What follows belongs to an exercise in optimizing a design on an open flow for small area and a short achievable clock period; a production flow would make more cautious choices.
Only simulation tests tie the RTL to the original design; equivalence was not proved.
Power and IR drop assume default switching activity.

[flow/design.v]
package yapp_rx_pkg;
    localparam int DEF_DATA_W     = 8;
    localparam int DEF_ADDR_W     = 2;
    localparam int DEF_NUM_CH     = 3;
    localparam int DEF_FIFO_DEPTH = 64;
    localparam int MAX_LEN        = 2**(DEF_DATA_W - DEF_ADDR_W) - 1;
    localparam int PTR_W          = $clog2(DEF_FIFO_DEPTH) + 1;
    localparam logic [1:0] ST_IDLE    = 2'd0;
    localparam logic [1:0] ST_PAYLOAD = 2'd1;
    localparam logic [1:0] ST_PARITY  = 2'd2;
    localparam logic [1:0] ST_DISCARD = 2'd3;
    function automatic logic [31:0] hdr_addr(input logic [31:0] hdr, input int unsigned aw);
        hdr_addr = hdr & ((32'd1 << aw) - 32'd1);
    endfunction
    function automatic logic [31:0] hdr_len(input logic [31:0] hdr, input int unsigned aw);
        hdr_len = hdr >> aw;
    endfunction
endpackage
module yapp_commit_fifo #(
    parameter int DATA_W = 8,
    parameter int DEPTH  = 64,
    parameter int LO     = 8             
) (
    input  logic                      clock,
    input  logic                      reset,
    input  logic                      wr_en,
    input  logic [LO-1:0]             wr_lo,
    input  logic [DEPTH/LO-1:0]       wr_hi,
    input  logic [DATA_W-1:0]         wr_data,
    input  logic                      push,
    input  logic                      commit,
    input  logic                      rewind,
    input  logic [$clog2(DEPTH)-1:0]  commit_addr,
    input  logic [DATA_W-1:0]         hdr,
    input  logic                      rd_en,
    output logic [DATA_W-1:0]         rd_data,
    output logic                      vld,
    output logic                      full_nxt,
    output logic [$clog2(DEPTH)-1:0]  cm_addr
);
    localparam int AW = $clog2(DEPTH);
    localparam int CW = AW + 1;
    localparam int HI = DEPTH / LO;
    logic [DATA_W-1:0] mem [DEPTH];
    logic [LO-1:0]     rd_lo_a, rd_lo_b;    
    logic [HI-1:0]     rd_hi;
    logic [AW-1:0]     cm;           
    logic [CW-1:0]     cu_q;         
    logic [CW-1:0]     occ_q;        
    logic              push_q, fire_q, commit_q, rewind_q;
    logic [CW-1:0]     cu, occ;      
    logic [DATA_W-1:0] dout;
    logic              fire, vld_d, hold;
    logic              occ_full, occ_one_less, cu_full, cu_gt1;
    logic [DATA_W-1:0] mem_q;
    logic [HI-1:0][DATA_W-1:0] row_q;
    always_comb begin
        if (rewind_q) occ = cu_q - CW'(fire_q);
        else          occ = occ_q + CW'(push_q) - CW'(fire_q);
        if (commit_q) cu  = occ_q - CW'(fire_q);
        else          cu  = cu_q - CW'(fire_q);
    end
    assign fire = rd_en && vld;
    assign hold = vld && !rd_en;
    always_comb begin
        if (rewind_q)
            occ_full = fire_q ? (cu_q == CW'(DEPTH + 1)) : (cu_q == CW'(DEPTH));
        else if (push_q == fire_q)
            occ_full = occ_q == CW'(DEPTH);
        else if (push_q)
            occ_full = occ_q == CW'(DEPTH - 1);
        else
            occ_full = occ_q == CW'(DEPTH + 1);
        if (rewind_q)
            occ_one_less = fire_q ? (cu_q == CW'(DEPTH)) : (cu_q == CW'(DEPTH - 1));
        else if (push_q == fire_q)
            occ_one_less = occ_q == CW'(DEPTH - 1);
        else if (push_q)
            occ_one_less = occ_q == CW'(DEPTH - 2);
        else
            occ_one_less = occ_q == CW'(DEPTH);
        if (commit_q) begin
            cu_full = fire_q ? (occ_q == CW'(DEPTH + 1)) : (occ_q == CW'(DEPTH));
            cu_gt1  = fire_q ? (occ_q > CW'(2)) : (occ_q > CW'(1));
        end else begin
            cu_full = fire_q ? (cu_q == CW'(DEPTH + 1)) : (cu_q == CW'(DEPTH));
            cu_gt1  = fire_q ? (cu_q > CW'(2)) : (cu_q > CW'(1));
        end
    end
    assign vld_d        = commit || cu_gt1 || hold;
    assign full_nxt = !fire && !rewind && (occ_full || (occ_one_less && push));
    always_comb begin
        for (int h = 0; h < HI; h++) begin
            row_q[h] = '0;
            for (int l = 0; l < LO; l++)
                row_q[h] = row_q[h] | ({{(DATA_W-DATA_W/2){rd_lo_b[l]}}, {(DATA_W/2){rd_lo_a[l]}}}
                                       & mem[h*LO+l]);
        end
        mem_q = '0;
        for (int h = 0; h < HI; h++)
            mem_q = mem_q | ({DATA_W{rd_hi[h]}} & row_q[h]);
    end
    assign rd_data = dout;
    assign cm_addr = cm;
    always_ff @(posedge clock or negedge reset) begin
        if (!reset) begin
            rd_lo_a  <= LO'(2);
            rd_lo_b  <= LO'(2);
            rd_hi    <= HI'(1);
            cm       <= '0;
            cu_q     <= '0;
            occ_q    <= '0;
            push_q   <= 1'b0;
            fire_q   <= 1'b0;
            commit_q <= 1'b0;
            rewind_q <= 1'b0;
            vld      <= 1'b0;
            dout     <= '0;
        end else begin
            if (fire) begin
                rd_lo_a <= {rd_lo_a[LO-2:0], rd_lo_a[LO-1]};
                rd_lo_b <= {rd_lo_b[LO-2:0], rd_lo_b[LO-1]};
            end
            if (fire && rd_lo_a[LO-1]) rd_hi <= {rd_hi[HI-2:0], rd_hi[HI-1]};
            if (commit) cm <= commit_addr;
            cu_q     <= cu;
            occ_q    <= occ;
            push_q   <= push;
            fire_q   <= fire;
            commit_q <= commit;
            rewind_q <= rewind;
            vld      <= vld_d;
            if (!hold) begin
                if (vld) dout <= vld_d ? mem_q : '0;
                else     dout <= commit ? hdr : '0;
            end
        end
    end
    for (genvar w = 0; w < DEPTH; w++) begin : g_word
        logic [DATA_W-1:0] q;
        always_ff @(posedge clock) begin
            if (wr_en && wr_hi[w / LO] && wr_lo[w % LO]) q <= wr_data;
        end
        assign mem[w] = q;
    end
endmodule
module yapp_rx_router #(
    parameter int DATA_W     = yapp_rx_pkg::DEF_DATA_W,
    parameter int NUM_CH     = yapp_rx_pkg::DEF_NUM_CH,
    parameter int ADDR_W     = yapp_rx_pkg::DEF_ADDR_W,
    parameter int FIFO_DEPTH = yapp_rx_pkg::DEF_FIFO_DEPTH
) (
    input  logic                       clock,
    input  logic                       reset,
    input  logic [DATA_W-1:0]          in_data,
    input  logic                       in_data_vld,
    output logic                       in_suspend,
    output logic                       error,
    output logic [NUM_CH*DATA_W-1:0]   ch_data,
    output logic [NUM_CH-1:0]          ch_vld,
    input  logic [NUM_CH-1:0]          ch_rd,
    output logic [15:0]                drop_cnt
);
    localparam int LEN_W = DATA_W - ADDR_W;
    localparam int AW    = $clog2(FIFO_DEPTH);
    localparam int LO    = 8;
    localparam int LW    = $clog2(LO);
    localparam int HI    = FIFO_DEPTH / LO;
    logic              s_idle, s_idle_n, s_pay, s_par, s_dis;
    logic              s_idle_d, s_pay_d, s_par_d, s_dis_d;
    logic [DATA_W-1:0] acc, acc_d;
    logic [LEN_W-1:0]  rem, rem_d;
    logic [NUM_CH-1:0] tgt, tgt_d;           
    logic [ADDR_W-1:0] h_addr;
    logic [LEN_W-1:0]  h_len;
    logic              hdr_bad, hdr_ok, match, drop, sus_d;
    logic              rem_one, rem_zero;
    logic [DATA_W-1:0] wr_data_q, hdr_q, hdr_d;
    logic [AW-1:0]     wr_addr_q, wr_addr_d, hdr_addr_sel;
    logic [NUM_CH-1:0] push, commit, rewind;
    logic [NUM_CH-1:0] wr_ch_q;
    logic [LO-1:0]     wr_lo_q, wr_lo_d, inc_lo;
    logic [HI-1:0]     wr_hi_q, wr_hi_d, inc_hi;
    logic [NUM_CH-1:0][LO-1:0] cm_lo;
    logic [NUM_CH-1:0][HI-1:0] cm_hi;
    logic [NUM_CH-1:0][DATA_W-1:0] rd_data;
    logic [NUM_CH-1:0][AW-1:0]     cm_addr;
    logic [NUM_CH-1:0]             full_nxt;
    logic [NUM_CH-1:0]             h_sel;
    logic [AW-1:0]                 wr_addr_inc;
    assign h_addr   = in_data[ADDR_W-1:0];
    assign h_len    = in_data[DATA_W-1:ADDR_W];
    assign hdr_bad  = (h_addr >= ADDR_W'(NUM_CH)) || (h_len == '0);
    assign hdr_ok   = !hdr_bad;
    assign match    = in_data == acc;
    assign rem_one  = rem == LEN_W'(1);
    assign rem_zero = rem == '0;
    assign ch_data  = rd_data;
    assign s_idle   = !s_idle_n;
    assign wr_addr_inc = wr_addr_q + AW'(1);
    for (genvar c = 0; c < NUM_CH; c++) begin : g_sel
        assign h_sel[c] = h_addr == ADDR_W'(c);
    end
    always_comb begin
        hdr_addr_sel = '0;
        for (int c = 0; c < NUM_CH; c++)
            if (h_sel[c]) hdr_addr_sel = cm_addr[c];
    end
    always_comb begin
        s_idle_d  = s_idle;
        s_pay_d   = s_pay;
        s_par_d   = s_par;
        s_dis_d   = s_dis;
        acc_d     = acc;
        hdr_d     = hdr_q;
        rem_d     = rem;
        tgt_d     = tgt;
        wr_addr_d = wr_addr_q;
        push      = '0;
        commit    = '0;
        rewind    = '0;
        drop      = 1'b0;
        if (in_data_vld) begin
            if (s_idle) begin
                rem_d = h_len;
                if (hdr_bad) begin
                    drop     = 1'b1;
                    s_idle_d = 1'b0;
                    s_dis_d  = 1'b1;
                end else begin
                    push      = h_sel;
                    acc_d     = in_data;
                    hdr_d     = in_data;
                    tgt_d     = h_sel;
                    wr_addr_d = hdr_addr_sel;
                    s_idle_d  = 1'b0;
                    s_pay_d   = 1'b1;
                end
            end
            if (s_pay) begin
                push      = tgt;
                acc_d     = acc ^ in_data;
                rem_d     = rem - LEN_W'(1);
                wr_addr_d = wr_addr_inc;
                if (rem_one) begin
                    s_pay_d = 1'b0;
                    s_par_d = 1'b1;
                end
            end
            if (s_par) begin
                if (match) commit = tgt;
                else begin
                    rewind = tgt;
                    drop   = 1'b1;
                end
                s_par_d  = 1'b0;
                s_idle_d = 1'b1;
            end
            if (s_dis) begin
                rem_d = rem - LEN_W'(1);
                if (rem_zero) begin
                    s_dis_d  = 1'b0;
                    s_idle_d = 1'b1;
                end
            end
        end
    end
    always_comb begin
        for (int c = 0; c < NUM_CH; c++)
            for (int i = 0; i < LO; i++) begin
                cm_lo[c][i] = cm_addr[c][LW-1:0] == LW'(i);
                cm_hi[c][i] = cm_addr[c][AW-1:LW] == (AW-LW)'(i);
            end
        for (int i = 0; i < LO; i++) begin
            inc_lo[i] = wr_addr_inc[LW-1:0] == LW'(i);
            inc_hi[i] = wr_addr_inc[AW-1:LW] == (AW-LW)'(i);
        end
        wr_lo_d = '0;
        wr_hi_d = '0;
        if (s_idle) begin
            for (int c = 0; c < NUM_CH; c++)
                if (h_sel[c]) begin
                    wr_lo_d = cm_lo[c];
                    wr_hi_d = cm_hi[c];
                end
        end else begin
            wr_lo_d = inc_lo;
            wr_hi_d = inc_hi;
        end
    end
    assign sus_d = (s_pay_d && |(full_nxt & tgt_d)) || (s_idle_d && |full_nxt);
    always_ff @(posedge clock or negedge reset) begin
        if (!reset) begin
            s_idle_n   <= 1'b0;
            s_pay      <= 1'b0;
            s_par      <= 1'b0;
            s_dis      <= 1'b0;
            wr_ch_q    <= '0;
            in_suspend <= 1'b0;
            error      <= 1'b0;
            drop_cnt   <= '0;
        end else begin
            s_idle_n   <= !s_idle_d;
            s_pay      <= s_pay_d;
            s_par      <= s_par_d;
            s_dis      <= s_dis_d;
            wr_ch_q    <= push;
            in_suspend <= sus_d;
            error      <= drop;
            if (drop && drop_cnt != 16'hFFFF) drop_cnt <= drop_cnt + 16'd1;
        end
    end
    always_ff @(posedge clock) begin
        acc       <= acc_d;
        hdr_q     <= hdr_d;
        rem       <= rem_d;
        tgt       <= tgt_d;
        wr_addr_q <= wr_addr_d;
        wr_data_q <= in_data;
        wr_lo_q   <= wr_lo_d;
        wr_hi_q   <= wr_hi_d;
    end
    for (genvar c = 0; c < NUM_CH; c++) begin : g_ch
        yapp_commit_fifo #(.DATA_W(DATA_W), .DEPTH(FIFO_DEPTH), .LO(LO)) u_fifo (
            .clock       (clock),
            .reset       (reset),
            .wr_en       (wr_ch_q[c]),
            .wr_lo       (wr_lo_q),
            .wr_hi       (wr_hi_q),
            .wr_data     (wr_data_q),
            .push        (push[c]),
            .commit      (commit[c]),
            .rewind      (rewind[c]),
            .commit_addr (wr_addr_inc),
            .hdr         (hdr_q),
            .rd_en       (ch_rd[c]),
            .rd_data     (rd_data[c]),
            .vld         (ch_vld[c]),
            .full_nxt    (full_nxt[c]),
            .cm_addr     (cm_addr[c])
        );
    end
endmodule
[flow/flow/run.sh]
#!/bin/bash
# The standard layout, with two changes: clock tree synthesis adds no dummy
# loads, and after placement each output buffer is moved next to the
# flip-flop that drives it (flow/obuf.tcl). Tool output goes to logs in this
# folder; ORFS keeps its per-step logs under orfs/logs.
set -euo pipefail
CTS="CTS_ARGS=-sink_clustering_enable -repair_clock_nets -sink_clustering_size 24 -sink_clustering_max_diameter 60 -dont_use_dummy_load"
bash standard.sh place "$CTS" > standard_place.log 2>&1
RES=$(ls -d orfs/results/*/*/base)
PLACE_ODB=$PWD/$RES/3_place.odb CELL_PAD_IN_SITES_DETAIL_PLACEMENT=0 \
  openroad -no_init -exit flow/obuf.tcl > obuf.log 2>&1
bash standard.sh finish "$CTS" > standard.log 2>&1
[flow/flow/obuf.tcl]
# Put each output port's buffer right next to the flip-flop that drives it, so
# the buffer, not the flip-flop, drives the wire out to the pin. Then legalize.
read_db $::env(PLACE_ODB)
set block [ord::get_db_block]
set moved 0
foreach bt [$block getBTerms] {
  if {[$bt getIoType] ne "OUTPUT"} { continue }
  set net [$bt getNet]
  set buf ""
  foreach it [$net getITerms] { if {[$it isOutputSignal]} { set buf [$it getInst] } }
  if {$buf eq ""} { continue }
  set a [$buf findITerm A]
  if {$a eq "NULL" || $a eq ""} { continue }
  set ff ""
  foreach it [[$a getNet] getITerms] { if {[$it isOutputSignal]} { set ff [$it getInst] } }
  if {$ff eq ""} { continue }
  set loc [$ff getLocation]
  set w [[$ff getMaster] getWidth]
  $buf setOrient [$ff getOrient]
  $buf setLocation [expr {[lindex $loc 0] + $w}] [lindex $loc 1]
  incr moved
}
puts "moved $moved output buffers"
set_placement_padding -global -left $::env(CELL_PAD_IN_SITES_DETAIL_PLACEMENT) -right $::env(CELL_PAD_IN_SITES_DETAIL_PLACEMENT)
detailed_placement
check_placement -verbose
write_db $::env(PLACE_ODB)
[flow/standard.sh]
#!/bin/bash
# synth_recipe.tcl (not shown) runs the flow's synth.tcl, then flattens the netlist and writes it again
# the make line also repeats each setting of config.mk as NAME=value (left out here)
make -C /OpenROAD-flow-scripts/flow DESIGN_CONFIG=/design/flow/config.mk WORK_HOME=/design/flow/orfs CLKGATE_MAP_FILE= SYNTH_SCRIPT=/design/flow/synth_recipe.tcl "${@:-finish}"
[flow/config.mk]
export PLATFORM = sky130hd
export DESIGN_NAME = yapp_rx_router
export DESIGN_NICKNAME = yapp_rx_router
export VERILOG_FILES = /design/flow/design.v
export SDC_FILE = /design/flow/constraint.sdc
export NUM_CORES = 4
export LEC_CHECK = 0
export ABC_CLOCK_PERIOD_IN_PS = 2400
export CAP_MARGIN = 20
export CORE_MARGIN = 2
export CORE_UTILIZATION = 55
export CTS_CLUSTER_DIAMETER = 60
export CTS_CLUSTER_SIZE = 24
export PLACE_DENSITY = 0.7
export SETUP_SLACK_MARGIN = 3.2
export SLEW_MARGIN = 20
[flow/constraint.sdc]
create_clock -name core_clock -period 5.5 [get_ports {clock}]
set_input_delay 1.1000 -clock core_clock [delete_from_list [all_inputs] [get_ports {clock}]]
set_output_delay 1.1000 -clock core_clock [all_outputs]
set_load 0.01 [all_outputs]
==> summary.md, run 1 <==
| Metric | Value |
|---|---|
| Status | finished clean |
| Required time worst endpoint | between 4 and 5 ns |
| Vias per inst | roughly 6.9 |
| Worst EP arrival | between 1 and 1.5 ns |
| Place WS | around 1.6 ns |
| EDFF count, synth | about 1600 |
| Asr flop ratio synth | 0.108 |
| Worst Setup Path Type | reg2out |
| Multi-input logic area | roughly 0.015 mm^2 |
| Drt total wl | 183000 um |
| Commonest non-fill, non-tap cells in the layout | edfxtp_1, a22oi_1, nand4_1, and3_1, buf_4 |
| Part of the power in registers | 0.597 |
| Setup violators final | 0 |
| Area contributors post-synth | edfxtp_1, a22oi_1, dfrtp_1, nand4_1, and3_1 |
| Die H | ~360 um |
| Maximum VDD drop | between 0.3 and 0.4 mV |
| Syn nets | 4317 |
| Placeable Area | approximately 0.12 mm^2 |
| IO Port Bufs | a little under 60 |
| Yosys cell types | 72 |
| First-pass GRT wire length | roughly 270000 um |
| Actual slew at the worst max-slew pin | 1.29 ns |
| Critical path peak fanout | 2 |
| Largest net degree at the start of global routing | slightly below 200 |
| Mapped cell area | ~0.069 mm^2 |
| Clk network pwr share | 0.292 |
| Clock Tree Buf Depth | 3 |
| Max-slew violations | 0 |
| Starting density of the core | 0.554 |
| Peak Freq | 0.416 GHz |
| Reg2reg end | g_ch[2].u_fifo.dout[3]$_DFFE_PN0N_ |
| Setup TNS | 0 ns |
| Internal power | between 20 and 25 mW |
| Top FF cell, synth | edfxtp_1 |
| Final instance area | between 0.07 and 0.08 mm^2 |
| Root buf cell | clkbuf_16 |
| Worst path setup slack after routing | 3.09 ns |
| Final hold vios | 0 |
| CP max stage cell | dfrtp_1 |
| Fin crit period | 2.41 ns |
| # fillers | around 8800 |
| CTS H-tree lvls | 3 |
| Gpl congestion | roughly 0.87 |
| Clock latency at the later pin of the worst-skew pair | ~0.76 ns |
| Antenna-violating nets left | 0 |
| Net switching power | 6.82 mW |
| Switch share | 0.254 |
| Post-place instance area | 0.0708 mm^2 |
| Most common cell after layout, fill and taps aside | edfxtp_1 |
| CP Capture Type | output pin |
| CTS Buf Count | approximately 120 |
| Flop-to-flop setup slack | about 3.2 ns |
| Post-route clock skew | 0.104 ns |
| Layout Nets | 4358 |
| Crit-path cells | buf_6 |
| FF-to-FF path depth | 6 |
| PwrDens | roughly 360 mW/mm^2 |
| Leak pwr | ~25 nW |
| Startpoint types | flip-flop |
| Final period utilization | 0.437 |
| # IOs | between 50 and 60 |
| # clock sinks | around 1800 |
| Hold WC Path Type | in2async |
| Register area | approximately 0.052 mm^2 |
| Unrepaired setup endpoints after global routing | true |
| Max incr delay on CP | around 0.4 ns |
| Vias | 40800 |
| Sequential area share after synthesis | 0.763 |
| Syn_area_per_cell | roughly 16 um^2 |
| Worst rel slew slack | 0.137 |
| Ys Warns | 3 |
| Start of the worst register-to-register path | g_ch[2].u_fifo.rd_lo_a[4]$_DFFE_PN0P_ |
| Global route overflow | 0 |
| Area Growth Syn to Fin | 9.48% |
| Detail Placement HPWL | approximately 110000 um |
| Synthesized instance count | about 4200 |
| Max Cap Viol | 0 |
| Initial antenna violation count | 14 |
| Clock-pin slew on the worst setup and hold paths | 0.08 ns |
| Cts hold-fix bufs | 0 |
| Initial DRC Count | roughly 5800 |
| Fraction of layout cells with a size suffix above 1 | 0.143 |
| Drt first pass iters | 20 |
| Num rows | between 100 and 150 |
| CTS tree | yes |
| CP delay by family, top | flip-flops |
| Die area | 0.128 mm^2 |
| Post-synthesis register bit count | around 1800 |
| GRT Total Usage | 0.285 |
| Comb power frac | 0.112 |
| Routed len/inst | between 30 and 40 um |
| Vias in the first global route | 39300 |
| Residual DRC | 0 |
| Yosys top cell by area | edfxtp_1 |
| Critical path buffers and inverters | 1 |
| Post-synth top area share | 0.684 |
| Die width | 357 um |
-- how the worst max path moves through the flow --
stage | from | to | slack (ns) | depth (start not counted)
global route | g_ch[2].u_fifo.dout[1]$_DFFE_PN0N_ | ch_data[17] | 3.06 | 1
CTS | g_ch[2].u_fifo.dout[1]$_DFFE_PN0N_ | ch_data[17] | 3.07 | 1
finish | g_ch[2].u_fifo.dout[7]$_DFFE_PN0N_ | ch_data[23] | 3.09 | 1
detailed placement | in_data[1] | g_ch[1].u_fifo.dout[7]$_DFFE_PN0N_ | 1.59 | 8
floorplan | in_data[3] | in_suspend$_DFF_PN0_ | 2.90 | 7
global placement | in_data[1] | g_ch[1].u_fifo.dout[1]$_DFFE_PN0N_ | 1.66 | 8
-- cell families after synthesis --
group | Yosys count | synth area share
AO/OA/AOI/OAI | 1080 | 0.115
XOR/XNOR | 90 | 0.0115
adder cells (fa/ha/maj) | 70 | 0.0131
buffers and inverters | 377 | 0.0212
flip-flops | 1784 | 0.763
multiplexers | 93 | 0.0150
AND/OR/NAND/NOR | 740 | 0.0617
-- cells in the mapped netlist (all sizes together) (3+ instances only) --
| cell | instances |
|---|---|
| a211oi | 5 |
| a21oi | 51 |
| a221o | 9 |
| a221oi | 8 |
| a22o | 11 |
| a22oi | 865 |
| a31o | 3 |
| a31oi | 12 |
| and2 | 3 |
| and3 | 196 |
| and4 | 18 |
| buf | 50 |
| clkbuf | 263 |
| dfrtp | 184 |
| dfstp | 9 |
| dfxtp | 27 |
| edfxtp | 1564 |
| fa | 3 |
| ha | 66 |
| inv | 64 |
| mux2 | 73 |
| mux2i | 20 |
| nand2 | 115 |
| nand2b | 18 |
| nand3 | 32 |
| nand3b | 7 |
| nand4 | 205 |
| nand4b | 8 |
| nor2 | 64 |
| nor2b | 9 |
| nor3 | 31 |
| nor3b | 10 |
| nor4 | 16 |
| nor4b | 3 |
| o21ai | 66 |
| o21bai | 12 |
| o22ai | 12 |
| o41ai | 5 |
| or2 | 3 |
| xnor2 | 66 |
| xor2 | 24 |
-- through the flow --
stage	hold WS [ns]	power, mW	utilization	instances
floorplan	0.475	17.8	-	4234
global placement	0.477	18.9	0.572	5688
detailed placement	0.487	19.0	0.572	5688
CTS	0.325	26.7	0.602	5865
global route	0.366	27.8	0.607	5910
finish	0.347	26.9	0.607	5919
-- power by group through the flow --
stage               sequential [mW]  combinational, mW  clock (mW)
global placement               16.3               2.58           0
CTS                            16.0               2.80        7.88
detailed placement             16.3               2.64           0
floorplan                      15.8               1.91           0
global route                   16.1               3.30        8.38
finish                         16.0               3.00        7.84
-- final cells by class --
cell class,instances,area share
Sequential cell,1784,0.699
Antenna cell,9,0.000300
Inverter,64,0.00325
Clock buffer,117,0.0390
Timing Repair Buffer,235,0.0276
Multi-Input combinational cell,2073,0.204
Tap cell,1637,0.0273
-- layer usage --
metal	wire (um)	vias to the layer above	GRT usage
li1	-	17100	-
met1	70200	20900	0.404
met4	5000	4	0.0885
met5	23	-	0
met2	85400	2528	0.440
met3	21900	329	0.0691
-- flip-flops by register name, indices dropped and copies added (netlist names), 2 cells and up --
signal	flops
g_ch.u_fifo.fire_q	3
wr_data_q	8
g_ch.u_fifo.occ_q	21
acc	8
drop_cnt	16
g_ch.u_fifo.rewind_q	3
wr_addr_q	6
g_ch.u_fifo.cu_q	21
g_ch.u_fifo.rd_hi	24
hdr_q	8
wr_lo_q	8
rem	6
g_ch.u_fifo.dout	24
g_ch.u_fifo.cm	18
g_ch.u_fifo.rd_lo_a	24
wr_ch_q	2
g_ch.u_fifo.commit_q	3
g_ch.u_fifo.rd_lo_b	24
g_ch.u_fifo.vld	3
g_ch.u_fifo.g_word.q	1536
tgt	3
wr_hi_q	8
-- what timing repair did --
action / CTS / global route
pin swaps: 16 / 28
gates cloned: 0 / 0
gates resized for setup: 385 / 97
setup buffers: 60 / 44
setup endpoints to repair: 197 / 181
==> inputs of run 2 (changes only) <==
--- a/flow/config.mk
+++ b/flow/config.mk
@@ -8,9 +8,9 @@
 export ABC_CLOCK_PERIOD_IN_PS = 2400
 export CAP_MARGIN = 20
 export CORE_MARGIN = 2
-export CORE_UTILIZATION = 55
+export CORE_UTILIZATION = 60
 export CTS_CLUSTER_DIAMETER = 60
 export CTS_CLUSTER_SIZE = 24
-export PLACE_DENSITY = 0.7
+export PLACE_DENSITY = 0.74
 export SETUP_SLACK_MARGIN = 3.2
 export SLEW_MARGIN = 20
==> run 2 against run 1 <==
Still clean. Register-to-register slack hardly changed. Sequential power about the same. Via count is 0.81% higher. Worst setup slack better by 0.010 ns. First-iteration DRC count rose by 1.5%. Fmax rose by 0.42%. Combinational power grew 2%. Power is 0.63% lower. Critical endpoint is now ch_data[8]. Largest power group unchanged.
==> summary.md, run 2 <==
| Metric | Value |
|---|---|
| Routed len/inst | 31.9 um (was 30.8 um) |
| CTS H-tree lvls | 3 (unchanged) |
| First-pass GRT wire length | 267000 um (was 266000 um) |
| FF-to-FF path depth | 10 (was 6) |
| Post-place instance area | 0.0706 mm^2 (was 0.0708 mm^2) |
| Die width | 342 um (was 357 um) |
| Hold_ws | 0.453 ns (was 0.347 ns) |
| Flop-to-flop setup slack | 3.16 ns (about the same) |
| Largest net degree at the start of global routing | 108 (was 193) |
| Placeable Area | 0.114 mm^2 (was 0.124 mm^2) |
| Crit-path cells | buf_6 (unchanged) |
| GRT Total Usage | 0.312 (was 0.285) |
| Leak pwr | 24.8 nW (about the same) |
| Syn_area_per_cell | 16.2 um^2 (unchanged) |
| CP max stage cell | dfrtp_1 (unchanged) |
| Asr flop ratio synth | 0.108 (unchanged) |
| Place WS | 1.49 ns (was 1.59 ns) |
| Setup TNS | 0 ns (unchanged) |
| Register area | 0.0525 mm^2 (about the same) |
| Num rows | 124 (was 129) |
| Clock-pin slew on the worst setup and hold paths | 0.08 ns (about the same) |
| Critical path buffers and inverters | 1 (unchanged) |
| Mapped cell area | 0.0686 mm^2 (unchanged) |
| Reg with most FFs | g_ch.u_fifo.g_word.q (unchanged) |
| Worst EP arrival | 1.30 ns (was 1.31 ns) |
| Clock latency at the later pin of the worst-skew pair | 0.75 ns (was 0.76 ns) |
| Fin crit period | 2.40 ns (was 2.41 ns) |
| Most common cell in the synthesized netlist | edfxtp_1 (unchanged) |
| Most common cell after layout, fill and taps aside | edfxtp_1 (unchanged) |
| Critical path peak fanout | 2 (unchanged) |
| Vias | 41100 (was 40800) |
| CTS tree | yes (unchanged) |
| Top FF cell, synth | edfxtp_1 (unchanged) |
| Peak Freq | 0.417 GHz (was 0.416 GHz) |
| Final period utilization | 0.436 (was 0.437) |
| Sequential area share after synthesis | 0.763 (unchanged) |
| Actual slew at the worst max-slew pin | 1.27 ns (was 1.29 ns) |
| # clock sinks | 1784 (unchanged) |
| Gpl congestion | 0.880 (was 0.870) |
| Die H | 342 um (was 357 um) |
| Post-synth top area share | 0.684 (unchanged) |
| Maximum VDD drop | 0.411 mV (was 0.357 mV) |
| Worst path setup slack after routing | 3.10 ns (was 3.09 ns) |
| Cts hold-fix bufs | 0 (unchanged) |
| Clock Tree Buf Depth | 3 (unchanged) |
| Initial DRC Count | 5875 (was 5787) |
| Vias per inst | 7.10 (was 6.90) |
| Initial antenna violation count | 9 (was 14) |
| Startpoint types | flip-flop (unchanged) |
| Area Growth Syn to Fin | 9.20% (was 9.48%) |
| Final instance area | 0.0749 mm^2 (was 0.0751 mm^2) |
| Final cell count without fillers | 5793 (was 5919) |
| Final hold vios | 0 (unchanged) |
| Layout Nets | 4362 (was 4358) |
| Starting density of the core | 0.603 (was 0.554) |
| Max-slew violations | 0 (unchanged) |
| Commonest non-fill, non-tap cells in the layout | edfxtp_1, a22oi_1, nand4_1, and3_1, buf_4 (unchanged) |
| WP depth | 1 (unchanged) |
| Hold WC Path Type | in2async (unchanged) |
| Die area | 0.117 mm^2 (was 0.128 mm^2) |
| CP Capture Type | output pin (unchanged) |
| Root buf cell | clkbuf_16 (unchanged) |
| Unrepaired setup endpoints after global routing | true (unchanged) |
| IO Port Bufs | 58 (unchanged) |
| Syn nets | 4317 (unchanged) |
| Area contributors post-synth | edfxtp_1, a22oi_1, dfrtp_1, nand4_1, and3_1 (unchanged) |
| Detail Placement HPWL | 108000 um (about the same) |
| Max Cap Viol | 0 (unchanged) |
| Multi-input logic area | 0.0154 mm^2 (was 0.0153 mm^2) |
| # fillers | 7651 (was 8813) |
| Vias in the first global route | 39700 (was 39300) |
| Max reg flops | 1536 (unchanged) |
| Placed cell count | 5562 (was 5688) |
| Ys Warns | 3 (unchanged) |
| Yosys top cell by area | edfxtp_1 (unchanged) |
| Synthesized instance count | 4234 (unchanged) |
| Drt total wl | 185000 um (was 183000 um) |
| CTS Buf Count | 110 (was 117) |
| Post-synthesis register bit count | 1784 (unchanged) |
| Status | finished clean (unchanged) |
| # IOs | 59 (unchanged) |
| Max incr delay on CP | 0.43 ns (was 0.40 ns) |
| Required time worst endpoint | 4.40 ns (about the same) |
| EDFF count, synth | 1564 (unchanged) |
| Setup violators final | 0 (unchanged) |
| Worst Setup Path Type | reg2out (unchanged) |
| Antenna-violating nets left | 0 (unchanged) |
| Yosys cell types | 72 (unchanged) |
| Global route overflow | 0 (unchanged) |
| Worst rel slew slack | 0.153 (was 0.137) |
| PwrDens | 356 mW/mm^2 (was 358 mW/mm^2) |
| Fraction of layout cells with a size suffix above 1 | 0.147 (was 0.143) |
| Residual DRC | 0 (unchanged) |
| CP delay by family, top | flip-flops (unchanged) |
| Post-route clock skew | 0.0777 ns (was 0.104 ns) |
| Drt first pass iters | 6 (was 20) |
| Commonest cells post-synth | edfxtp_1, a22oi_1, clkbuf_1, nand4_1, and3_1 (unchanged) |
-- run 2: cell count changes in the layout (fill, tap and decap cells not counted), moves of 4 or more --
cell / delta
a22oi_1: -9
dfrtp_1: -5
clkbuf_16: -6
o21ai_0: -7
o21ai_1: +5
buf_6: -11
a22oi_2: +9
buf_4: +24
diode_2: -5
clkbuf_2: -4
dfrtp_4: +4
-- run 2: path summary, 6_finish.rpt --
kind                                                    start                                    end
hold / removal                                          reset               drop_cnt[12]$_DFFE_PN0P_
min in group core_clock                     s_par$_DFFE_PN0P_                      s_par$_DFFE_PN0P_
setup / recovery           g_ch[1].u_fifo.dout[0]$_DFFE_PN0N_                             ch_data[8]
setup reg to reg            g_ch[0].u_fifo.occ_q[4]$_DFF_PN0_     g_ch[0].u_fifo.dout[4]$_DFFE_PN0N_
max in group asynchronous                               reset  g_ch[1].u_fifo.rd_lo_a[7]$_DFFE_PN0P_
hold reg to reg                             s_par$_DFFE_PN0P_                      s_par$_DFFE_PN0P_
-- run 2: layout make-up --
class                   count  area share
multi-input cells        2073       0.205
repair buffers            246      0.0285
inverters                  64     0.00331
well taps                1512      0.0252
flip-flops and latches   1784       0.701
diodes                      4    0.000134
clock buffers             110      0.0367
-- run 2: metrics by stage --
stage,utilization,total power [mW]
after floorplan,-,17.8
after global placement,0.620,18.9
after detailed placement,0.620,18.9
after CTS,0.653,26.4
after global routing,0.658,27.5
final,0.658,26.7
-- run 2: per-layer routing --
metal | vias up | part of all wire | global-route usage
li1 | 17100 | - | -
met5 | - | 0.00028 | 0
met4 | 8 | 0.036 | 0.109
met1 | 20800 | 0.37 | 0.438
met3 | 426 | 0.12 | 0.0730
met2 | 2788 | 0.47 | 0.486
-- run 2: kinds of logic after synthesis --
logic type / Yosys count / share of synthesized area
DFF: 1784 / 0.763
buffers and inverters: 377 / 0.0212
and+or+nand+nor: 740 / 0.0617
AOI/OAI and AO/OA: 1080 / 0.115
xor gates and xnor gates: 90 / 0.0115
muxes: 93 / 0.0150
adders and majority gates: 70 / 0.0131
-- run 2: worst register-to-register path, cell delays in order, from the launching register on --
cell	delay, ns
dfrtp_1	0.41
inv_2	0.11
ha_2	0.21
nand2_1	0.10
o41ai_2	0.38
a2111oi_2	0.13
buf_4	0.17
nor3_4	0.17
a21o_4	0.21
a31oi_1	0.06
a221o_1	0.29
-- run 2: repair_timing --
item | in CTS | in global routing
cloned | 1 | 1
endpoints found under the setup margin | 292 | 97
pin swaps | 18 | 31
buffers inserted | 74 | 41
resized for setup | 410 | 94
-- run 2: power by group --
part / leakage [nW] / internal [mW] / switching, mW / total (mW)
Sequential: 16.8 / 15.2 / 0.893 / 16.1
Clock: 1.36 / 3.52 / 4.04 / 7.56
Combinational: 6.63 / 1.21 / 1.86 / 3.07
Total: 24.8 / 19.9 / 6.80 / 26.7
==> inputs of run 3 (changes only) <==
--- a/flow/config.mk
+++ b/flow/config.mk
@@ -8,9 +8,9 @@
 export ABC_CLOCK_PERIOD_IN_PS = 2400
 export CAP_MARGIN = 20
 export CORE_MARGIN = 2
-export CORE_UTILIZATION = 60
+export CORE_UTILIZATION = 50
 export CTS_CLUSTER_DIAMETER = 60
 export CTS_CLUSTER_SIZE = 24
-export PLACE_DENSITY = 0.74
+export PLACE_DENSITY = 0.66
 export SETUP_SLACK_MARGIN = 3.2
 export SLEW_MARGIN = 20
==> run 3 against run 2 <==
Cell count rose by 4.7%. Sequential power barely moved. Via count fell by 1.5%. Worst setup slack got worse by 0.062 ns. Largest power group unchanged. Highest routed layer unchanged.
==> summary.md, run 3 <==
| Metric | Value |
|---|---|
| Die width | 374 um (was 342 um) |
| Post-route clock skew | 0.0648 ns (was 0.0777 ns) |
| Final period utilization | 0.447 (was 0.436) |
| CTS tree | yes (unchanged) |
| Initial DRC Count | 5621 (was 5875) |
| Residual DRC | 0 (unchanged) |
| Hold WC Path Type | in2async (unchanged) |
| Largest net degree at the start of global routing | 193 (was 108) |
| Commonest non-fill, non-tap cells in the layout | edfxtp_1, a22oi_1, nand4_1, and3_1, buf_4 (unchanged) |
| Drt first pass iters | 6 (unchanged) |
| Die area | 0.140 mm^2 (was 0.117 mm^2) |
| Most common cell in the synthesized netlist | edfxtp_1 (unchanged) |
| Crit-path cells | buf_6 (unchanged) |
| Max-slew violations | 0 (unchanged) |
| Unrepaired setup endpoints after global routing | true (unchanged) |
| Fin crit period | 2.46 ns (was 2.40 ns) |
| CP max stage cell | dfrtp_1 (unchanged) |
| CP delay by family, top | flip-flops (unchanged) |
| CTS Buf Count | 112 (was 110) |
| FF-to-FF path depth | 6 (was 10) |
| Mapped cell area | 0.0686 mm^2 (unchanged) |
| Worst rel slew slack | 0.211 (was 0.153) |
| Cts hold-fix bufs | 0 (unchanged) |
| Register area | 0.0525 mm^2 (about the same) |
| GRT Total Usage | 0.263 (was 0.312) |
| Post-synth top area share | 0.684 (unchanged) |
| Placeable Area | 0.136 mm^2 (was 0.114 mm^2) |
| PwrDens | 356 mW/mm^2 (about the same) |
| Final hold vios | 0 (unchanged) |
| Hold_ws | 0.441 ns (was 0.453 ns) |
| Yosys top cell by area | edfxtp_1 (unchanged) |
| Initial antenna violation count | 12 (was 9) |
| Vias per inst | 6.68 (was 7.10) |
| Global route overflow | 0 (unchanged) |
| Required time worst endpoint | 4.40 ns (about the same) |
| # fillers | 10500 (was 7651) |
| Multi-input logic area | 0.0155 mm^2 (was 0.0154 mm^2) |
| Detail Placement HPWL | 110000 um (was 108000 um) |
| CP Capture Type | output pin (unchanged) |
| Area contributors post-synth | edfxtp_1, a22oi_1, dfrtp_1, nand4_1, and3_1 (unchanged) |
| Startpoint types | flip-flop (unchanged) |
| Setup TNS | 0 ns (unchanged) |
| Syn_area_per_cell | 16.2 um^2 (unchanged) |
| Peak Freq | 0.407 GHz (was 0.417 GHz) |
| Vias | 40500 (was 41100) |
| Top FF cell, synth | edfxtp_1 (unchanged) |
| Post-synthesis register bit count | 1784 (unchanged) |
| Setup violators final | 0 (unchanged) |
| Sequential area share after synthesis | 0.763 (unchanged) |
| Yosys cell types | 72 (unchanged) |
| Clock Tree Buf Depth | 3 (unchanged) |
| Drt total wl | 189000 um (was 185000 um) |
| Clock latency at the later pin of the worst-skew pair | 0.75 ns (about the same) |
| Starting density of the core | 0.505 (was 0.603) |
| Fraction of layout cells with a size suffix above 1 | 0.147 (about the same) |
| Leak pwr | 24.8 nW (about the same) |
| Layout Nets | 4366 (was 4362) |
| Root buf cell | clkbuf_16 (unchanged) |
| Worst Setup Path Type | reg2out (unchanged) |
| Max reg flops | 1536 (unchanged) |
| Routed len/inst | 31.1 um (was 31.9 um) |
| WP depth | 1 (unchanged) |
| Actual slew at the worst max-slew pin | 1.18 ns (was 1.27 ns) |
| Asr flop ratio synth | 0.108 (unchanged) |
| Most common cell after layout, fill and taps aside | edfxtp_1 (unchanged) |
| Num rows | 135 (was 124) |
| Max incr delay on CP | 0.44 ns (was 0.43 ns) |
| Synthesized instance count | 4234 (unchanged) |
| Antenna-violating nets left | 0 (unchanged) |
| Worst EP arrival | 1.36 ns (was 1.30 ns) |
| Commonest cells post-synth | edfxtp_1, a22oi_1, clkbuf_1, nand4_1, and3_1 (unchanged) |
| Vias in the first global route | 38800 (was 39700) |
| # clock sinks | 1784 (unchanged) |
| EDFF count, synth | 1564 (unchanged) |
| Syn nets | 4317 (unchanged) |
| Critical path buffers and inverters | 1 (unchanged) |
| # IOs | 59 (unchanged) |
| Maximum VDD drop | 0.361 mV (was 0.411 mV) |
| Ys Warns | 3 (unchanged) |
| Reg with most FFs | g_ch.u_fifo.g_word.q (unchanged) |
| Gpl congestion | 0.884 (was 0.880) |
| Status | finished clean (unchanged) |
| Die H | 374 um (was 342 um) |
| IO Port Bufs | 58 (unchanged) |
| Clock-pin slew on the worst setup and hold paths | 0.09 ns (was 0.08 ns) |
| Max Cap Viol | 0 (unchanged) |
| Critical path peak fanout | 2 (unchanged) |
| First-pass GRT wire length | 272000 um (was 267000 um) |
| Area Growth Syn to Fin | 10.0% (was 9.20%) |
| CTS H-tree lvls | 3 (unchanged) |
-- run 3: what timing repair did --
action                                  in CTS  in global routing
buffers inserted                            72                 44
pin swaps                                   29                 34
endpoints found under the setup margin     197                106
resized for setup                          434                 89
-- run 3: path summary, 6_finish.rpt --
path,slack (ns),start,endpoint
hold / removal,0.44,reset,g_ch[2].u_fifo.occ_q[1]$_DFF_PN0_
setup reg to reg,3.20,g_ch[0].u_fifo.rd_lo_b[7]$_DFFE_PN0P_,g_ch[0].u_fifo.dout[7]$_DFFE_PN0N_
max in group asynchronous,3.91,reset,g_ch[2].u_fifo.rd_lo_a[2]$_DFFE_PN0P_
setup / recovery,3.04,g_ch[2].u_fifo.dout[6]$_DFFE_PN0N_,ch_data[22]
hold reg to reg,0.51,g_ch[0].u_fifo.rd_lo_a[7]$_DFFE_PN0P_,g_ch[0].u_fifo.rd_lo_a[7]$_DFFE_PN0P_
min in group core_clock,0.51,g_ch[0].u_fifo.rd_lo_a[7]$_DFFE_PN0P_,g_ch[0].u_fifo.rd_lo_a[7]$_DFFE_PN0P_
-- run 3: routing by layer --
layer  track usage  part of all wire  vias to the layer above
met2         0.410              0.47                     2379
met4        0.0746             0.027                        6
li1              -                 -                    17100
met5             0           0.00024                        -
met3        0.0557              0.11                      299
met1         0.377              0.39                    20800
-- run 3: logic make-up after synthesis --
family | synth area share
flops | 0.763
compound gates | 0.115
simple gates | 0.0617
buf+inv | 0.0212
mux | 0.0150
xor+xnor | 0.0115
fa+ha+maj | 0.0131
-- run 3: per-stage QoR --
| stage | power, mW | setup slack, ns | instances | utilization | area, um^2 |
|---|---|---|---|---|---|
| global route | 27.7 | 3.03 | 6062 | 0.556 | 75500 |
| CTS | 26.7 | 2.92 | 6018 | 0.551 | 74800 |
| finish | 26.9 | 3.04 | 6066 | 0.556 | 75500 |
| detailed placement | 19.0 | 1.53 | 5834 | 0.523 | 71000 |
| global placement | 18.9 | 1.56 | 5834 | 0.523 | 71000 |
| floorplan | 17.8 | 2.90 | 4234 | - | 68800 |
-- run 3: area by class of cell --
cell class                 instances  area share
inverter                          64     0.00323
multi-input combinational       2073       0.205
tap                             1781      0.0295
antenna                            4    0.000133
sequential                      1784       0.695
clock buffer                     112      0.0371
timing repair buffer             248      0.0300
-- run 3: where the power goes --
part / internal [mW] / switching (mW)
Clock: 3.58 / 4.12
Sequential: 15.2 / 0.592
Combinational: 1.21 / 2.18
-- run 3: worst register-to-register path, cell delays in order (launching register included) --
cell      delay, ns
dfrtp_4        0.53
buf_6          0.20
a22oi_1        0.20
nand4_1        0.30
a221oi_4       0.48
a31oi_1        0.14
a221o_1        0.28
==> inputs of run 4 (changes only) <==
--- a/flow/flow/run.sh
+++ b/flow/flow/run.sh
@@ -4,7 +4,7 @@
 # flip-flop that drives it (flow/obuf.tcl). Tool output goes to logs in this
 # folder; ORFS keeps its per-step logs under orfs/logs.
 set -euo pipefail
-CTS="CTS_ARGS=-sink_clustering_enable -repair_clock_nets -sink_clustering_size 24 -sink_clustering_max_diameter 60 -dont_use_dummy_load"
+CTS="CTS_ARGS=-sink_clustering_enable -repair_clock_nets -sink_clustering_size 24 -sink_clustering_max_diameter 60 -dont_use_dummy_load -balance_levels"
 bash standard.sh place "$CTS" > standard_place.log 2>&1
 RES=$(ls -d orfs/results/*/*/base)
 PLACE_ODB=$PWD/$RES/3_place.odb CELL_PAD_IN_SITES_DETAIL_PLACEMENT=0 \
--- a/flow/config.mk
+++ b/flow/config.mk
@@ -8,9 +8,9 @@
 export ABC_CLOCK_PERIOD_IN_PS = 2400
 export CAP_MARGIN = 20
 export CORE_MARGIN = 2
-export CORE_UTILIZATION = 50
+export CORE_UTILIZATION = 55
 export CTS_CLUSTER_DIAMETER = 60
 export CTS_CLUSTER_SIZE = 24
-export PLACE_DENSITY = 0.66
+export PLACE_DENSITY = 0.7
 export SETUP_SLACK_MARGIN = 3.2
 export SLEW_MARGIN = 20
==> run 4 against run 3 <==
First-iteration DRC count increased by 3.0%. Wire length decreased by 3.2%. Non-clock buffer count decreased by 13. Synthesized cell count unchanged. Power about the same. Core utilization increased by 5.1 points. Worst hold slack got worse by 0.094 ns. Final area decreased by 0.48%. Critical path depth unchanged. Register-to-register slack got worse by 0.04 ns. Combinational power decreased by 12%.
==> summary.md, run 4 <==
| Metric | Value |
|---|---|
| Worst rel slew slack | 0.137 (was 0.211) |
| Max reg flops | 1536 (unchanged) |
| Area contributors post-synth | edfxtp_1, a22oi_1, dfrtp_1, nand4_1, and3_1 (unchanged) |
| Compound-Gate Fraction of Synth Area | 0.115 (unchanged) |
| CTS H-tree lvls | 3 (unchanged) |
| Final period utilization | 0.437 (was 0.447) |
| Synthesized instance count | 4234 (unchanged) |
| Gpl congestion | 0.870 (was 0.884) |
| Leak pwr | 24.8 nW (about the same) |
| # clock sinks | 1784 (unchanged) |
| CP max stage cell | dfrtp_1 (unchanged) |
| Flop-to-flop setup slack | 3.16 ns (was 3.20 ns) |
| Fraction of layout cells with a size suffix above 1 | 0.143 (was 0.147) |
| Unrepaired setup endpoints after global routing | true (unchanged) |
| Antenna-violating nets left | 0 (unchanged) |
| Die H | 357 um (was 374 um) |
| Fin crit period | 2.41 ns (was 2.46 ns) |
| Post-route clock skew | 0.104 ns (was 0.0648 ns) |
| Crit-path cells | buf_6 (unchanged) |
| Placed cell count | 5688 (was 5834) |
| Area Growth Syn to Fin | 9.48% (was 10.0%) |
| Clock-pin slew on the worst setup and hold paths | 0.08 ns (was 0.09 ns) |
| Global route overflow | 0 (unchanged) |
| Die width | 357 um (was 374 um) |
| Vias per inst | 6.90 (was 6.68) |
| Worst EP arrival | 1.31 ns (was 1.36 ns) |
| Most common cell after layout, fill and taps aside | edfxtp_1 (unchanged) |
| Actual slew at the worst max-slew pin | 1.29 ns (was 1.18 ns) |
| PwrDens | 358 mW/mm^2 (was 356 mW/mm^2) |
| GRT Total Usage | 0.285 (was 0.263) |
| Main combinational cell family by area after synthesis | compound AO/OA/AOI/OAI gates (unchanged) |
| Residual DRC | 0 (unchanged) |
| Reg with most FFs | g_ch.u_fifo.g_word.q (unchanged) |
| IO Port Bufs | 58 (unchanged) |
| Syn nets | 4317 (unchanged) |
| Max Cap Viol | 0 (unchanged) |
| Clock Tree Buf Depth | 3 (unchanged) |
| Maximum VDD drop | 0.357 mV (was 0.361 mV) |
| Max incr delay on CP | 0.40 ns (was 0.44 ns) |
| Mapped cell area | 0.0686 mm^2 (unchanged) |
| CTS Buf Count | 117 (was 112) |
| Vias | 40800 (was 40500) |
| Top FF cell, synth | edfxtp_1 (unchanged) |
| Placeable Area | 0.124 mm^2 (was 0.136 mm^2) |
| Ys Warns | 3 (unchanged) |
| Syn_area_per_cell | 16.2 um^2 (unchanged) |
| Critical path peak fanout | 2 (unchanged) |
| Clock latency at the later pin of the worst-skew pair | 0.76 ns (was 0.75 ns) |
| Routed len/inst | 30.8 um (was 31.1 um) |
| Yosys top cell by area | edfxtp_1 (unchanged) |
| Final hold vios | 0 (unchanged) |
| Root buf cell | clkbuf_16 (unchanged) |
| Vias in the first global route | 39300 (was 38800) |
| Largest net degree at the start of global routing | 193 (unchanged) |
| Most common cell in the synthesized netlist | edfxtp_1 (unchanged) |
| Status | finished clean (unchanged) |
| Mux contribution to synthesized area | 0.0150 (unchanged) |
| Total power | 26.9 mW (about the same) |
| Layout Nets | 4358 (was 4366) |
| Num rows | 129 (was 135) |
| Critical path buffers and inverters | 1 (unchanged) |
| CP delay by family, top | flip-flops (unchanged) |
| Post-synthesis register bit count | 1784 (unchanged) |
| First-pass GRT wire length | 266000 um (was 272000 um) |
| EDFF count, synth | 1564 (unchanged) |
| Commonest cells post-synth | edfxtp_1, a22oi_1, clkbuf_1, nand4_1, and3_1 (unchanged) |
| Max-slew violations | 0 (unchanged) |
| Fin util | 0.607 (was 0.556) |
| Initial DRC Count | 5787 (was 5621) |
| Initial antenna violation count | 14 (was 12) |
| Setup violators final | 0 (unchanged) |
| CP Capture Type | output pin (unchanged) |
| Starting density of the core | 0.554 (was 0.505) |
| Detail Placement HPWL | 108000 um (was 110000 um) |
| Required time worst endpoint | 4.40 ns (about the same) |
| Setup TNS | 0 ns (unchanged) |
| Xor-xnor portion of the synthesized cell area | 0.0115 (unchanged) |
| # IOs | 59 (unchanged) |
| Cts hold-fix bufs | 0 (unchanged) |
| Die area | 0.128 mm^2 (was 0.140 mm^2) |
| Simple-gate share of the synthesized area | 0.0617 (unchanged) |
| Yosys cell types | 72 (unchanged) |
| Peak Freq | 0.416 GHz (was 0.407 GHz) |
| Drt first pass iters | 20 (was 6) |
| Drt total wl | 183000 um (was 189000 um) |
| Hold WC Path Type | in2async (unchanged) |
| Adder-cell share of the synthesized area | 0.0131 (unchanged) |
| Commonest non-fill, non-tap cells in the layout | edfxtp_1, a22oi_1, nand4_1, and3_1, buf_4 (unchanged) |
| Startpoint types | flip-flop (unchanged) |
| CTS tree | yes (unchanged) |
| Post-synth top area share | 0.684 (unchanged) |
| Asr flop ratio synth | 0.108 (unchanged) |
| Final cell count without fillers | 5919 (was 6066) |
| Worst Setup Path Type | reg2out (unchanged) |
| Sequential area share after synthesis | 0.763 (unchanged) |
run 4: cell counts after synthesis:
No cell type changed its count.
run 4: stage by stage:
step	setup WS (ns)	hold slack [ns]	area, um^2
2_1_floorplan	2.90	0.475	68800
3_3_place_gp	1.66	0.477	70800
5_1_grt	3.06	0.366	75100
6_report	3.09	0.347	75100
4_1_cts	3.07	0.325	74500
3_5_place_dp	1.59	0.487	70800
run 4: cells by family after synthesis:
kind of cell / Yosys count
DFF: 1784
AOI/OAI and AO/OA: 1080
and+or+nand+nor: 740
buffers and inverters: 377
muxes: 93
xor gates and xnor gates: 90
adders and majority gates: 70
run 4: where the power goes:
part / internal, mW / total (mW) / switching, mW
Combinational: 1.14 / 3.00 / 1.86
Sequential: 15.2 / 16.0 / 0.852
Clock: 3.73 / 7.84 / 4.11
Total: 20.1 / 26.9 / 6.82
run 4: final timing paths:
check / from / end / cells after the start
hold reg to reg: g_ch[1].u_fifo.rd_lo_b[7]$_DFFE_PN0P_ / g_ch[1].u_fifo.rd_lo_b[7]$_DFFE_PN0P_ / 1
hold / removal: reset / g_ch[1].u_fifo.dout[6]$_DFFE_PN0N_ / 1
setup reg to reg: g_ch[2].u_fifo.rd_lo_a[4]$_DFFE_PN0P_ / g_ch[2].u_fifo.dout[3]$_DFFE_PN0N_ / 6
min in group core_clock: g_ch[1].u_fifo.rd_lo_b[7]$_DFFE_PN0P_ / g_ch[1].u_fifo.rd_lo_b[7]$_DFFE_PN0P_ / 1
setup / recovery: g_ch[2].u_fifo.dout[7]$_DFFE_PN0N_ / ch_data[23] / 1
max in group asynchronous: reset / g_ch[2].u_fifo.rd_lo_b[6]$_DFFE_PN0P_ / 2
run 4: final cells by class:
class	count	area [um^2]
sequential	1784	52500
fill	8813	48700
multi-input combinational	2073	15300
clock buffer	117	2930
timing repair buffer	235	2080
tap	1637	2050
inverter	64	244
antenna	9	22.5
run 4: repair_timing:
| action | CTS | global route |
|---|---|---|
| pin swaps | 16 | 28 |
| endpoints found under the setup margin | 197 | 181 |
| endpoints found under the hold margin | 0 | 0 |
| resized for setup | 385 | 97 |
| setup buffers | 60 | 44 |
run 4: per-layer routing:
layer  track usage  part of all wire
met1         0.404              0.38
met2         0.440              0.47
met3        0.0691              0.12
met4        0.0885             0.027
met5             0           0.00013
==> inputs of run 5 (changes only) <==
--- a/flow/flow/run.sh
+++ b/flow/flow/run.sh
@@ -4,7 +4,7 @@
 # flip-flop that drives it (flow/obuf.tcl). Tool output goes to logs in this
 # folder; ORFS keeps its per-step logs under orfs/logs.
 set -euo pipefail
-CTS="CTS_ARGS=-sink_clustering_enable -repair_clock_nets -sink_clustering_size 24 -sink_clustering_max_diameter 60 -dont_use_dummy_load -balance_levels"
+CTS="CTS_ARGS=-sink_clustering_enable -repair_clock_nets -sink_clustering_size 20 -sink_clustering_max_diameter 50 -dont_use_dummy_load"
 bash standard.sh place "$CTS" > standard_place.log 2>&1
 RES=$(ls -d orfs/results/*/*/base)
 PLACE_ODB=$PWD/$RES/3_place.odb CELL_PAD_IN_SITES_DETAIL_PLACEMENT=0 \
--- a/flow/config.mk
+++ b/flow/config.mk
@@ -9,8 +9,8 @@
 export CAP_MARGIN = 20
 export CORE_MARGIN = 2
 export CORE_UTILIZATION = 55
-export CTS_CLUSTER_DIAMETER = 60
-export CTS_CLUSTER_SIZE = 24
+export CTS_CLUSTER_DIAMETER = 50
+export CTS_CLUSTER_SIZE = 20
 export PLACE_DENSITY = 0.7
 export SETUP_SLACK_MARGIN = 3.2
 export SLEW_MARGIN = 20
==> run 5 against run 4 <==
Still clean. Count of clock-buffer cells in the layout rose by 19. First-iteration DRC count rose by 1.4%. Cell count rose by 0.64%. Core utilization rose by 0.57 points. Global-route usage rose by 0.12 points. Worst setup slack got worse by 0.028 ns. Wire length rose by 0.57%. Sequential cell count did not move. Die area did not move. Sequential share of layout area fell by 0.64 points. Critical path type unchanged. Highest routed layer unchanged.
==> summary.md, run 5 <==
| Metric | Value |
|---|---|
| Compound-Gate Fraction of Synth Area | 0.115 (unchanged) |
| Final period utilization | 0.443 (was 0.437) |
| Area contributors post-synth | edfxtp_1, a22oi_1, dfrtp_1, nand4_1, and3_1 (unchanged) |
| Comb power frac | 0.110 (was 0.112) |
| Num rows | 129 (unchanged) |
| Most common cell in the synthesized netlist | edfxtp_1 (unchanged) |
| Status | finished clean (unchanged) |
| Vias in the first global route | 39500 (was 39300) |
| Multi-input logic area | 0.0154 mm^2 (was 0.0153 mm^2) |
| Worst rel slew slack | 0.162 (was 0.137) |
| Yosys cell types | 72 (unchanged) |
| Fin util | 0.613 (was 0.607) |
| Global route overflow | 0 (unchanged) |
| Initial DRC Count | 5869 (was 5787) |
| Area Growth Syn to Fin | 10.5% (was 9.48%) |
| Vias per inst | 6.88 (was 6.90) |
| Fin crit period | 2.43 ns (was 2.41 ns) |
| Mux contribution to synthesized area | 0.0150 (unchanged) |
| Crit path from | g_ch[2].u_fifo.dout[0]$_DFFE_PN0N_ (was g_ch[2].u_fifo.dout[7]$_DFFE_PN0N_) |
| Total power | 27.7 mW (was 26.9 mW) |
| Initial antenna violation count | 12 (was 14) |
| EDFF count, synth | 1564 (unchanged) |
| Flop-to-flop setup slack | 3.17 ns (was 3.16 ns) |
| Main combinational cell family by area after synthesis | compound AO/OA/AOI/OAI gates (unchanged) |
| Final cell count without fillers | 5957 (was 5919) |
| Setup crit end | ch_data[16] (was ch_data[23]) |
| Max Cap Viol | 0 (unchanged) |
| Commonest non-fill, non-tap cells in the layout | edfxtp_1, a22oi_1, nand4_1, and3_1, buf_4 (unchanged) |
| Detail Placement HPWL | 108000 um (unchanged) |
| Register area | 0.0525 mm^2 (about the same) |
| Clock latency at the later pin of the worst-skew pair | 0.75 ns (was 0.76 ns) |
| Peak Freq | 0.411 GHz (was 0.416 GHz) |
| Place WS | 1.59 ns (unchanged) |
| Simple-gate share of the synthesized area | 0.0617 (unchanged) |
| FF-to-FF path depth | 10 (was 6) |
| CTS Buf Count | 136 (was 117) |
| Setup TNS | 0 ns (unchanged) |
| Starting density of the core | 0.554 (unchanged) |
| Post-place instance area | 0.0708 mm^2 (unchanged) |
| Start of the worst register-to-register path | g_ch[0].u_fifo.occ_q[6]$_DFF_PN0_ (was g_ch[2].u_fifo.rd_lo_a[4]$_DFFE_PN0P_) |
| Final instance area | 0.0758 mm^2 (was 0.0751 mm^2) |
| CP delay by family, top | flip-flops (unchanged) |
| Routed len/inst | 30.8 um (about the same) |
| Die area | 0.128 mm^2 (unchanged) |
| Clk network pwr share | 0.310 (was 0.292) |
| Asr flop ratio synth | 0.108 (unchanged) |
| Leak pwr | 25.2 nW (was 24.8 nW) |
| Hold WC Path Type | in2async (unchanged) |
| Hold_ws | 0.327 ns (was 0.347 ns) |
| Maximum VDD drop | 0.397 mV (was 0.357 mV) |
| Worst Setup Path Type | reg2out (unchanged) |
| Post-synthesis register bit count | 1784 (unchanged) |
| Worst path setup slack after routing | 3.07 ns (was 3.09 ns) |
| Adder-cell share of the synthesized area | 0.0131 (unchanged) |
| Synthesized instance count | 4234 (unchanged) |
| IO Port Bufs | 58 (unchanged) |
| Switch share | 0.251 (was 0.254) |
| Root buf cell | clkbuf_16 (unchanged) |
| Drt first pass iters | 19 (was 20) |
| # clock sinks | 1784 (unchanged) |
| Required time worst endpoint | 4.40 ns (about the same) |
| Reg2reg end | g_ch[0].u_fifo.dout[0]$_DFFE_PN0N_ (was g_ch[2].u_fifo.dout[3]$_DFFE_PN0N_) |
| Antenna-violating nets left | 0 (unchanged) |
| Mapped cell area | 0.0686 mm^2 (unchanged) |
| Die H | 357 um (unchanged) |
| Largest net degree at the start of global routing | 193 (unchanged) |
| Fraction of layout cells with a size suffix above 1 | 0.154 (was 0.143) |
| Yosys top cell by area | edfxtp_1 (unchanged) |
| # IOs | 59 (unchanged) |
| Vias | 41000 (was 40800) |
| Actual slew at the worst max-slew pin | 1.26 ns (was 1.29 ns) |
| Drt total wl | 184000 um (was 183000 um) |
| Most common cell after layout, fill and taps aside | edfxtp_1 (unchanged) |
| Worst EP arrival | 1.33 ns (was 1.31 ns) |
| CTS H-tree lvls | 4 (was 3) |
| Post-synth top area share | 0.684 (unchanged) |
| Sequential area share after synthesis | 0.763 (unchanged) |
| PwrDens | 365 mW/mm^2 (was 358 mW/mm^2) |
| CP max stage cell | dfrtp_1 (unchanged) |
| CP Capture Type | output pin (unchanged) |
| Clock Tree Buf Depth | 3 (unchanged) |
| Top FF cell, synth | edfxtp_1 (unchanged) |
| Setup violators final | 0 (unchanged) |
| Residual DRC | 0 (unchanged) |
| Post-route clock skew | 0.0864 ns (was 0.104 ns) |
| Max incr delay on CP | 0.41 ns (was 0.40 ns) |
| Ys Warns | 3 (unchanged) |
| Startpoint types | flip-flop (unchanged) |
| WP depth | 1 (unchanged) |
| Commonest cells post-synth | edfxtp_1, a22oi_1, clkbuf_1, nand4_1, and3_1 (unchanged) |
| Crit-path cells | buf_6 (unchanged) |
| First-pass GRT wire length | 266000 um (about the same) |
| Max reg flops | 1536 (unchanged) |
| Xor-xnor portion of the synthesized cell area | 0.0115 (unchanged) |
| Internal power | 20.7 mW (was 20.1 mW) |
| Net switching power | 6.96 mW (was 6.82 mW) |
| Critical path peak fanout | 2 (unchanged) |
| Gpl congestion | 0.870 (unchanged) |
| Syn nets | 4317 (unchanged) |
| Die width | 357 um (unchanged) |
| CTS tree | yes (unchanged) |
| # fillers | 8720 (was 8813) |
| Syn_area_per_cell | 16.2 um^2 (unchanged) |
| Clock-pin slew on the worst setup and hold paths | 0.08 ns (about the same) |
| Final hold vios | 0 (unchanged) |
| Layout Nets | 4400 (was 4358) |
| GRT Total Usage | 0.286 (was 0.285) |
| Critical path buffers and inverters | 1 (unchanged) |
| Reg with most FFs | g_ch.u_fifo.g_word.q (unchanged) |
| Placeable Area | 0.124 mm^2 (unchanged) |
| Part of the power in registers | 0.579 (was 0.597) |
| Placed cell count | 5688 (unchanged) |
| Unrepaired setup endpoints after global routing | true (unchanged) |
| Max-slew violations | 0 (unchanged) |
[run 5: cell families (layout without fill, tap and decap cells)]
| family | count (synthesis) | after routing |
|---|---|---|
| AOI/OAI and AO/OA | 1080 | 1080 |
| xor gates and xnor gates | 90 | 90 |
| adders and majority gates | 70 | 70 |
| buffers and inverters | 377 | 458 |
| DFF | 1784 | 1784 |
| muxes | 93 | 93 |
| other | 0 | 5 |
| and+or+nand+nor | 740 | 740 |
[run 5: power groups by stage]
stage | Clock, mW | Sequential (mW) | Combinational [mW]
floorplan | 0 | 15.8 | 1.91
global placement | 0 | 16.3 | 2.58
detailed placement | 0 | 16.3 | 2.64
CTS | 8.63 | 16.0 | 2.81
global route | 9.12 | 16.1 | 3.37
finish | 8.58 | 16.0 | 3.06
[run 5: area by class of cell]
class                           count  share of cell area
Multi-Input combinational cell   2073               0.203
Sequential cell                  1784               0.692
Inverter                           64             0.00322
Timing Repair Buffer              258              0.0298
Tap cell                         1637              0.0270
Antenna cell                        5            0.000165
Clock buffer                      136              0.0449
[run 5: how the worst min path moves through the flow]
stage / slack (ns) / to / cells after the start
after floorplan: 0.47 / s_par$_DFFE_PN0P_ / 1
after global placement: 0.48 / drop_cnt[8]$_DFFE_PN0P_ / 1
after detailed placement: 0.49 / drop_cnt[8]$_DFFE_PN0P_ / 1
after CTS: 0.31 / in_suspend$_DFF_PN0_ / 1
after global routing: 0.37 / g_ch[1].u_fifo.dout[3]$_DFFE_PN0N_ / 1
final: 0.33 / g_ch[2].u_fifo.occ_q[1]$_DFF_PN0_ / 1
[run 5: what timing repair did]
action,CTS,global route
endpoints found under the setup margin,198,172
hold buffers,0,0
gates resized for setup,399,105
setup buffers,70,57
cloned,0,0
pin swaps,16,39
[run 5: per-layer routing]
metal	wire (um)	track usage	vias to the layer above
met4	5380	0.0940	6
met1	69100	0.404	20800
li1	-	-	17200
met5	35	0	-
met2	85900	0.440	2639
met3	23100	0.0704	382

re-timing with driven ports:
Ports are ideal in the flow. The routed layouts listed here were re-timed in OpenROAD.
Step 1 assumes that a clkbuf_16 drives the clock port and a buf_2 every other input.
Step 2, shift: input delay + t, output delay - t, t = (earliest + latest rising clock arrival at the registers) / 2. This alone moves slack from input paths to output paths.
Slacks: ideal ports / drivers / drivers and shift; pairs: ideal ports / drivers.
| run | t (ns) | setup slack, ns | hold WS [ns] | worst register clock-pin slew, ns | worst slew at a driven data input, ns |
|---|---|---|---|---|---|
| run 1 | 0.785 | 3.094 / 3.014 / 2.409 | 0.347 / 0.317 / 0.515 | 0.10 / 0.10 | 0.16 |
| run 2 | 0.783 | 3.104 / 3.026 / 2.466 | 0.453 / 0.422 / 0.532 | 0.09 / 0.09 | 0.12 |
| run 3 | 0.804 | 3.042 / 2.966 / 2.508 | 0.441 / 0.412 / 0.507 | 0.09 / 0.09 | 0.05 |
| run 4 | 0.785 | 3.094 / 3.014 / 2.409 | 0.347 / 0.317 / 0.515 | 0.10 / 0.10 | 0.16 |
| run 5 | 0.795 | 3.066 / 2.989 / 2.441 | 0.327 / 0.300 / 0.510 | 0.08 / 0.08 | 0.15 |
After both steps every run listed still meets setup and hold.
